What follows belongs to an exercise in optimizing a design on an open flow for small area, a short achievable clock period and few clock cycles per item; a production flow would make more cautious choices.

## cedar
## trans_chroma_pipe
module trans_chroma_pipe (
  input  logic        clk,
  input  logic        rst_n,
  input  logic        in_valid,
  output logic        in_ready,
  input  logic [7:0]  y_in,
  input  logic [15:0] c_in,
  output logic [7:0]  lut_y,
  output logic        lut_rd_en,
  input  logic [39:0] lut_mean,
  input  logic [39:0] lut_width,
  output logic        out_valid,
  input  logic        out_ready,
  output logic [39:0] out_data
);
clock: 7.0 ns
lec_check: 0
cap_margin: 20
core_margin: 2
core_utilization: 40
slew_margin: 20
run.sh (not shown) runs the stock make flow with config.mk's settings and CLKGATE_MAP_FILE= SYNTH_SCRIPT=/design/flow/synth_recipe.tcl, a recipe that flattens the netlist after the stock synthesis.
cedar completed end to end with timing, DRC and antenna clean.
### cedar -> tundra
diff --git a/flow/design.v b/flow/design.v
--- a/flow/design.v
+++ b/flow/design.v
@@ -16,26 +16,28 @@
   logic stall;
   logic [3:0] v_q;
   logic [15:0] c0_q;
   logic p0_q;
   logic [39:0] out_q;
   logic [19:0] dq0;
   logic [9:0] oneq0;
   logic [9:0] twoq0;
   logic [9:0] negq0;
-  logic [27:0] raq0;
-  logic [27:0] rbq0;
+  logic [19:0] raq0;
+  logic [19:0] rbq0;
+  logic lcq0;
   logic [19:0] dq1;
   logic [9:0] oneq1;
   logic [9:0] twoq1;
   logic [9:0] negq1;
-  logic [27:0] raq1;
-  logic [27:0] rbq1;
+  logic [19:0] raq1;
+  logic [19:0] rbq1;
+  logic lcq1;
   logic [19:0] me0;
   logic [19:0] we0;
   logic [19:0] d0;
   logic [9:0] one0;
   logic [9:0] two0;
   logic [9:0] neg0;
   logic [20:0] pp0_0;
   logic [20:0] pp0_1;
   logic [20:0] pp0_2;
@@ -338,19 +340,19 @@
   logic k0_290;
   logic s0_291;
   logic k0_292;
   logic s0_293;
   logic k0_294;
   logic s0_295;
   logic k0_296;
   logic [27:0] ra0;
   logic [27:0] rb0;
-  logic [27:0] sm0;
+  logic lc0;
   logic [19:0] res0;
   logic [19:0] me1;
   logic [19:0] we1;
   logic [19:0] d1;
   logic [9:0] one1;
   logic [9:0] two1;
   logic [9:0] neg1;
   logic [20:0] pp1_0;
   logic [20:0] pp1_1;
@@ -654,19 +656,19 @@
   logic k1_586;
   logic s1_587;
   logic k1_588;
   logic s1_589;
   logic k1_590;
   logic s1_591;
   logic k1_592;
   logic [27:0] ra1;
   logic [27:0] rb1;
-  logic [27:0] sm1;
+  logic lc1;
   logic [19:0] res1;
   assign stall     = v_q[3] & ~out_ready;
   assign in_ready  = ~stall;
   assign lut_rd_en = ~stall;
   assign lut_y     = y_in;
   assign out_valid = v_q[3];
   assign out_data  = out_q;
   assign me0 = p0_q ? 20'h06D00 : lut_mean[0+:20];
   assign we0 = p0_q ? 20'h00100 : lut_width[0+:20];
@@ -1257,20 +1259,20 @@
   assign rb0[23] = s0_287;
   assign ra0[24] = k0_288;
   assign rb0[24] = s0_289;
   assign ra0[25] = k0_290;
   assign rb0[25] = s0_291;
   assign ra0[26] = k0_292;
   assign rb0[26] = s0_293;
   assign ra0[27] = k0_294;
   assign rb0[27] = s0_295;
-  assign sm0 = raq0 + rbq0;
-  assign res0 = sm0[27:8];
+  assign lc0 = ({1'b0, ra0[7:0]} + {1'b0, rb0[7:0]}) >> 8;
+  assign res0 = raq0 + rbq0 + {19'b0, lcq0};
   assign me1 = p0_q ? 20'h06D00 : lut_mean[20+:20];
   assign we1 = p0_q ? 20'h00100 : lut_width[20+:20];
   assign d1 = {4'b0, c0_q[8+:8], 8'b0} - me1;
   assign one1[0] = we1[0] ^ 1'b0;
   assign two1[0] = (we1[1] & ~we1[0] & ~1'b0) | (~we1[1] & we1[0] & 1'b0);
   assign neg1[0] = we1[1];
   assign one1[1] = we1[2] ^ we1[1];
   assign two1[1] = (we1[3] & ~we1[2] & ~we1[1]) | (~we1[3] & we1[2] & we1[1]);
   assign neg1[1] = we1[3];
@@ -1854,35 +1856,37 @@
   assign rb1[23] = s1_583;
   assign ra1[24] = k1_584;
   assign rb1[24] = s1_585;
   assign ra1[25] = k1_586;
   assign rb1[25] = s1_587;
   assign ra1[26] = k1_588;
   assign rb1[26] = s1_589;
   assign ra1[27] = k1_590;
   assign rb1[27] = s1_591;
-  assign sm1 = raq1 + rbq1;
-  assign res1 = sm1[27:8];
+  assign lc1 = ({1'b0, ra1[7:0]} + {1'b0, rb1[7:0]}) >> 8;
+  assign res1 = raq1 + rbq1 + {19'b0, lcq1};
   always_ff @(posedge clk or negedge rst_n) begin
     if (!rst_n) v_q <= '0;
     else if (!stall) v_q <= {v_q[2:0], in_valid};
   end
   always_ff @(posedge clk) begin
     if (!stall) begin
       c0_q <= c_in;
       p0_q <= (y_in >= 8'd125) && (y_in <= 8'd188);
       dq0 <= d0;
       oneq0 <= one0;
       twoq0 <= two0;
       negq0 <= neg0;
-      raq0 <= ra0;
-      rbq0 <= rb0;
+      raq0 <= ra0[27:8];
+      rbq0 <= rb0[27:8];
+      lcq0 <= lc0;
       dq1 <= d1;
       oneq1 <= one1;
       twoq1 <= two1;
       negq1 <= neg1;
-      raq1 <= ra1;
-      rbq1 <= rb1;
+      raq1 <= ra1[27:8];
+      rbq1 <= rb1[27:8];
+      lcq1 <= lc1;
       out_q <= {res1, res0};
     end
   end
 endmodule
The run showing the greater met1 routed wirelength after detailed routing is cedar.
tundra vs. cedar: met3 capacity usage during global routing -0.87 points, largest net degree at the start of global routing -about 40%, number of multi-input combinational cells -0.32%.
Overall global routing resource usage (lower): tundra
Diff cedar and tundra: hold slack lower in tundra
cedar has lower share of the synthesized area in compound gates (AO/OA/AOI/OAI) than tundra.
Re utilization after layout: cedar was higher than tundra.
The number of cells in the finished layout apart from fillers number comes out lower for tundra vs cedar.
The delay of the slowest cell on the worst path of tundra exceeds that of cedar by 0.08 ns.
Function was not checked in any run of this note: the RTL went through the layout flow alone.

## what the ideal ports hide
Ports are ideal in the flow. The routed layouts listed here were re-timed in OpenROAD. Step 1: set_driving_cell puts a clkbuf_16 on clk and a buf_2 on each other input, an assumption about the parent block. Step 2 adds t to the input delays and takes it off the output delays; t is the mean of the earliest and latest rising clock arrival at the registers after step 1. Input paths then give back, and output paths get back, about the clock's delay inside the block. Three values: ideal, step 1, step 2; two values: the first two.
run	t, ns	slack for setup (ns)	hold WS [ns]	worst setup path at the end
cedar	0.597	2.446 / 2.422 / 2.422	0.480 / 0.480 / 0.480	input to output
tundra	0.645	2.472 / 2.448 / 2.448	0.469 / 0.469 / 0.469	input to output
After both steps every run listed still meets setup and hold.
